Background: an optimization exercise with open tools, aiming at small area and a short achievable clock period. Do not read the settings as production practice.
RTL that was checked went through simulation tests only; none was proved equivalent to the original.
Power figures rest on the tool's default switching activity, not on a simulated workload.

// fpu_unit
module fpu_unit (
	input logic clk,
	input logic rst_n,
	input logic [16:0] instr,
	input logic [31:0] x1,    
	input logic signed [31:0] x2,     
	output logic [31:0] y,
	output logic [3:0] exc
);
	logic is_abs, is_neg, is_floor, is_ftoi, is_itof, invalid;
	logic [31:0] fl_a;
	logic fl_cin;
	logic fl_tiny;
	logic fl_neg_one;
	logic [31:0] ft_d;
	logic [4:0] ft_r;
	logic ft_in_range;
	logic ft_min_int;
	logic ft_ovf;
	logic ft_nan;
	logic [31:0] it_d;
	logic [4:0] it_lz;
	logic [31:0] it_n;
	logic [31:0] it_a;
	logic it_cin;
	fpu_decode fpu_decode_i (
		.instr_w  (instr),
		.is_abs   (is_abs),
		.is_neg   (is_neg),
		.is_floor (is_floor),
		.is_ftoi  (is_ftoi),
		.is_itof  (is_itof),
		.invalid  (invalid)
	);
	fp_floor fp_floor_i (
		.x       (x1),
		.a       (fl_a),
		.cin     (fl_cin),
		.tiny    (fl_tiny),
		.neg_one (fl_neg_one)
	);
	fp_to_int fp_to_int_i (
		.x        (x1),
		.d        (ft_d),
		.r        (ft_r),
		.in_range (ft_in_range),
		.min_int  (ft_min_int),
		.ovf      (ft_ovf),
		.nan      (ft_nan)
	);
	int_to_fp int_to_fp_i (
		.x   (x2),
		.n   (it_n),
		.d   (it_d),
		.lz  (it_lz),
		.a   (it_a),
		.cin (it_cin)
	);
	fpu_result fpu_result_i (
		.clk         (clk),
		.rst_n       (rst_n),
		.is_abs      (is_abs),
		.is_neg      (is_neg),
		.is_floor    (is_floor),
		.is_ftoi     (is_ftoi),
		.is_itof     (is_itof),
		.invalid     (invalid),
		.x1          (x1),
		.x2          (x2),
		.fl_a        (fl_a),
		.fl_cin      (fl_cin),
		.fl_tiny     (fl_tiny),
		.fl_neg_one  (fl_neg_one),
		.ft_d        (ft_d),
		.ft_r        (ft_r),
		.ft_in_range (ft_in_range),
		.ft_min_int  (ft_min_int),
		.ft_ovf      (ft_ovf),
		.ft_nan      (ft_nan),
		.it_d        (it_d),
		.it_lz       (it_lz),
		.it_n        (it_n),
		.it_a        (it_a),
		.it_cin      (it_cin),
		.y           (y),
		.exc         (exc)
	);
endmodule
export LEC_CHECK = 0
export ABC_AREA = 1
export CAP_MARGIN = 20
export CORE_MARGIN = 2
export CORE_UTILIZATION = 40
export SETUP_SLACK_MARGIN = 2.8
export SLEW_MARGIN = 20
create_clock -name core_clock -period 8.0 [get_ports {clk}]
standard.sh (not shown) runs the stock make flow with config.mk's settings and CLKGATE_MAP_FILE= SYNTH_SCRIPT=/design/flow/synth_recipe.tcl, a recipe that flattens the netlist after the stock synthesis.
==> flow/flow/run.sh <==
#!/bin/bash
# standard layout, with plain buffers on the ports instead of delay buffers
set -euo pipefail
export BUFFER_PORTS_ARGS="-buffer_cell sky130_fd_sc_hd__buf_1"
bash standard.sh finish > standard.log 2>&1
Change:
Settings changed: CORE_UTILIZATION 40 to 65.
What happened: The new run went through all stages and came out clean. Sequential power barely changes. Final area decreases by a few percent. Global-route usage goes up by 12 points. Clock power falls by well over a third. Sequential share of layout area came out higher by 0.21 points. Routed wire length came out lower by roughly a tenth. Setup slack is better by 0.11 ns. Synthesized area is unchanged. Fmax came out higher by a few percent. Sequential cell count does not change. Die area is lower by well over a third.
Change:
Settings changed: CORE_UTILIZATION 65 to 40, SETUP_SLACK_MARGIN 2.8 to 2.0.
What happened: Non-clock buffer count came out higher by 2. Cell count came out higher by 5.7%. Combinational power climbs by about 1%. Global-route usage decreases by 12 points. Flip-flop and latch count stays the same. Setup slack loses 0.31 ns.
Function was not checked in any run of this note: the RTL went through the layout flow alone.

---

fpu_unit, a different RTL version from the one above (not shown whole).
Size in the first run: roughly 1300 cells after synthesis, about 35 flip-flops, ~120 I/O pins.
export LEC_CHECK = 0
export ABC_AREA = 1
export CAP_MARGIN = 20
export CORE_MARGIN = 2
export CORE_UTILIZATION = 40
export SETUP_SLACK_MARGIN = 3.0
export SLEW_MARGIN = 20
create_clock -name core_clock -period 8.0 [get_ports {clk}]
Scripts as last shown in full above: flow/flow/run.sh
The first run went through all stages and came out clean.
Next try:
SETUP_SLACK_MARGIN = 3.5   (was 3.0)
Outcome: Count of clock-buffer cells in the layout is higher by 1; hold slack is better by 0.016 ns; total power is lower by 2.0%; area after synthesis stays the same; worst setup slack is worse by 0.026 ns; final cell count is higher by 1.6%; cell area is higher by 2.8%; die area is unchanged; non-clock buffer count is higher by 27; clock power is lower by 16%; via count is higher by 1.5%.
Next try:
SETUP_SLACK_MARGIN = default   (was 3.5)
Final area came out lower by 32%.
Worst setup slack gets worse by 1.3 ns.
Routed wire length came out lower by 23%.
Sequential power is about the same.
Power came out lower by 19%.
Clock-buffer cell count came out lower by 1.
Clock power came out higher by 20%.
Die area is unchanged.
Global-route usage came out lower by 5.9 points.
Synthesized area stays the same.
Next try:
SETUP_SLACK_MARGIN = 2.0   (was default)
Outcome: Worst setup slack gains 0.87 ns. Wire length rose by 2.2%. Area after synthesis is unchanged. Maximum frequency rose by 15%.

---

== run 1 ==
Another version of the RTL of fpu_unit (not shown whole).
Size: roughly 1,300 cells after synthesis, about 36 flip-flops, about 120 I/O pins.
export LEC_CHECK = 0
export ABC_AREA = 1
export CAP_MARGIN = 20
export CORE_MARGIN = 2
export CORE_UTILIZATION = 40
export SETUP_SLACK_MARGIN = 3.6
export SLEW_MARGIN = 20
create_clock -name core_clock -period 8.0 [get_ports {clk}]
Scripts as last shown in full above: flow/flow/run.sh
--- input diff run 1..run 2 ---
Settings: an added CTS_BUF_LIST of sky130_fd_sc_hd__clkbuf_8.
### Flow results
Run 2 went all the way through synthesis, placement and routing and the layout is clean on timing, DRC and antenna. Comparing run 1 and run 2, the higher worst slew margin relative to its limit is on run 1. Run 1 leaves less setup margin than run 2. Comparing run 1 and run 2, the higher area used by multi-input combinational logic is on run 1.
#### Input delta (run 3 over run 2)
Settings: swapping 40 for 50 in CORE_UTILIZATION.
==> results.txt <==
Every run (run 2 and run 3) finished clean. In the flow results for run 2 and run 3, the core utilization is smaller on run 2. The initial antenna violation count in run 3 sits 4 below the value recorded for run 2. Run 3 vs run 2: setup slack of the critical path after layout down. Clock transition at the register clock pins on the worst setup and hold paths after CTS is higher on run 3. Relative to run 2, final design instance area without fill has gone up in run 3. Re portion of total power attributed to the clock network: run 3 is 0.8 points up on run 2. Between run 2 and run 3, non-clock buffer count is lower for run 2, run 3 comes in above that.
## Diff of input files: run 4 against run 3
Settings: an added GPL_ROUTABILITY_DRIVEN of 0; a change of CORE_UTILIZATION from 50 to 35.
[summary]
- Final area (higher): run 4
- Run 3 → run 4: overall global routing resource usage has decreased; final standard cell count with taps included and fillers excluded grew by 5.5%.
- Across both runs, clock network power was higher for run 4 than for run 3.
- Wire length (run 4 over run 3): decrease, about 2%
- Run 3 → run 4: wire length of the first global-routing pass lost about 1.3%, net switching component of the power now smaller.
- Status: number of global-route vias before repair parity (run 3, run 4)
- Run 4 vs. run 3: setup slack after placement now sits higher; non-clock buffer count decreased by about 3.6% relative to the old numbers.
Inputs modified between run 4 and run 5:
Settings: swapping 35 for 40 in CORE_UTILIZATION; clearing CTS_BUF_LIST, which used to be sky130_fd_sc_hd__clkbuf_8; clearing GPL_ROUTABILITY_DRIVEN, which used to be 0; swapping 3.6 for 3.3 in SETUP_SLACK_MARGIN.
### Flow results
- Comparing run 4 and run 5, shortest clock period the worst path allows after layout is lower on run 4.
- Run 5 reached the end of the flow, and the finished layout is clean on the timing, design-rule and antenna checks.
- Relative to run 4, the total iterations of the first detailed-routing run of run 5 is lower by 2.
- [compare] base=run 4 new=run 5: number of antenna violations at the first check in global routing grew by 5; count of plain and timing-repair buffers in the layout shrank by 7.6%; routed wire length shrank by 650 um.
- Compared with run 4, run 5 is the more power-hungry design.
- Diff run 4 and run 5: clock-buffer cell count lower in run 4
- On cell count along the critical path: run 5 sits above run 4.
- Run 4 reports its start-to-end type of the worst setup path as flip-flop to output port while run 5 reports input port to flip-flop.
- Taking run 4 as the reference point, the total internal power of run 5 rises by about 2.5%.
- Against run 4, run 5 reports a standard cell area after detailed placement that is lower.

[afterwards: timing with drivers on the ports]
In the flow no input, the clock included, has a driving cell. The finished layouts below were timed again as built, in two steps.
Step 1, drivers: a clkbuf_16 drives clk and a buf_2 each remaining input, both assumed.
Step 2 adds t to the input delays and takes it off the output delays; t is the mean of the earliest and latest rising clock arrival at the registers after step 1. Input paths then give back, and output paths get back, about the clock's delay inside the block.
Three values: ideal ports, drivers, drivers and shift; two values: the first two.
| run | shift t [ns] | setup WS [ns] | slew at the worst register clock pin (ns) |
|---|---|---|---|
| the first run of note 1 | 0.321 | 3.121 / 3.137 / 2.816 | 0.06 / 0.06 |
| the second run of note 1 | 0.319 | 3.228 / 3.239 / 2.921 | 0.07 / 0.07 |
| the third run of note 1 | 0.321 | 2.921 / 2.938 / 2.618 | 0.06 / 0.06 |
| the first run of note 2 | 0.314 | 2.844 / 2.802 / 2.489 | 0.06 / 0.06 |
| the second run of note 2 | 0.310 | 2.818 / 2.813 / 2.503 | 0.05 / 0.05 |
| the third run of note 2 | 0.314 | 1.472 / 1.489 / 1.175 | 0.06 / 0.06 |
| the fourth run of note 2 | 0.314 | 2.343 / 2.347 / 2.033 | 0.06 / 0.06 |
| run 1 | 0.324 | 3.725 / 3.741 / 3.417 | 0.07 / 0.07 |
| run 2 | 0.337 | 3.737 / 3.753 / 3.416 | 0.10 / 0.10 |
| run 3 | 0.333 | 3.705 / 3.708 / 3.375 | 0.10 / 0.10 |
| run 4 | 0.333 | 3.714 / 3.681 / 3.476 | 0.10 / 0.10 |
| run 5 | 0.322 | 3.541 / 3.555 / 3.239 | 0.07 / 0.07 |
After both steps setup and hold are still met in every run listed. For the first run of note 2, which loses most, drivers alone change the setup slack by -0.042 ns; drivers and shift together by -0.355 ns.
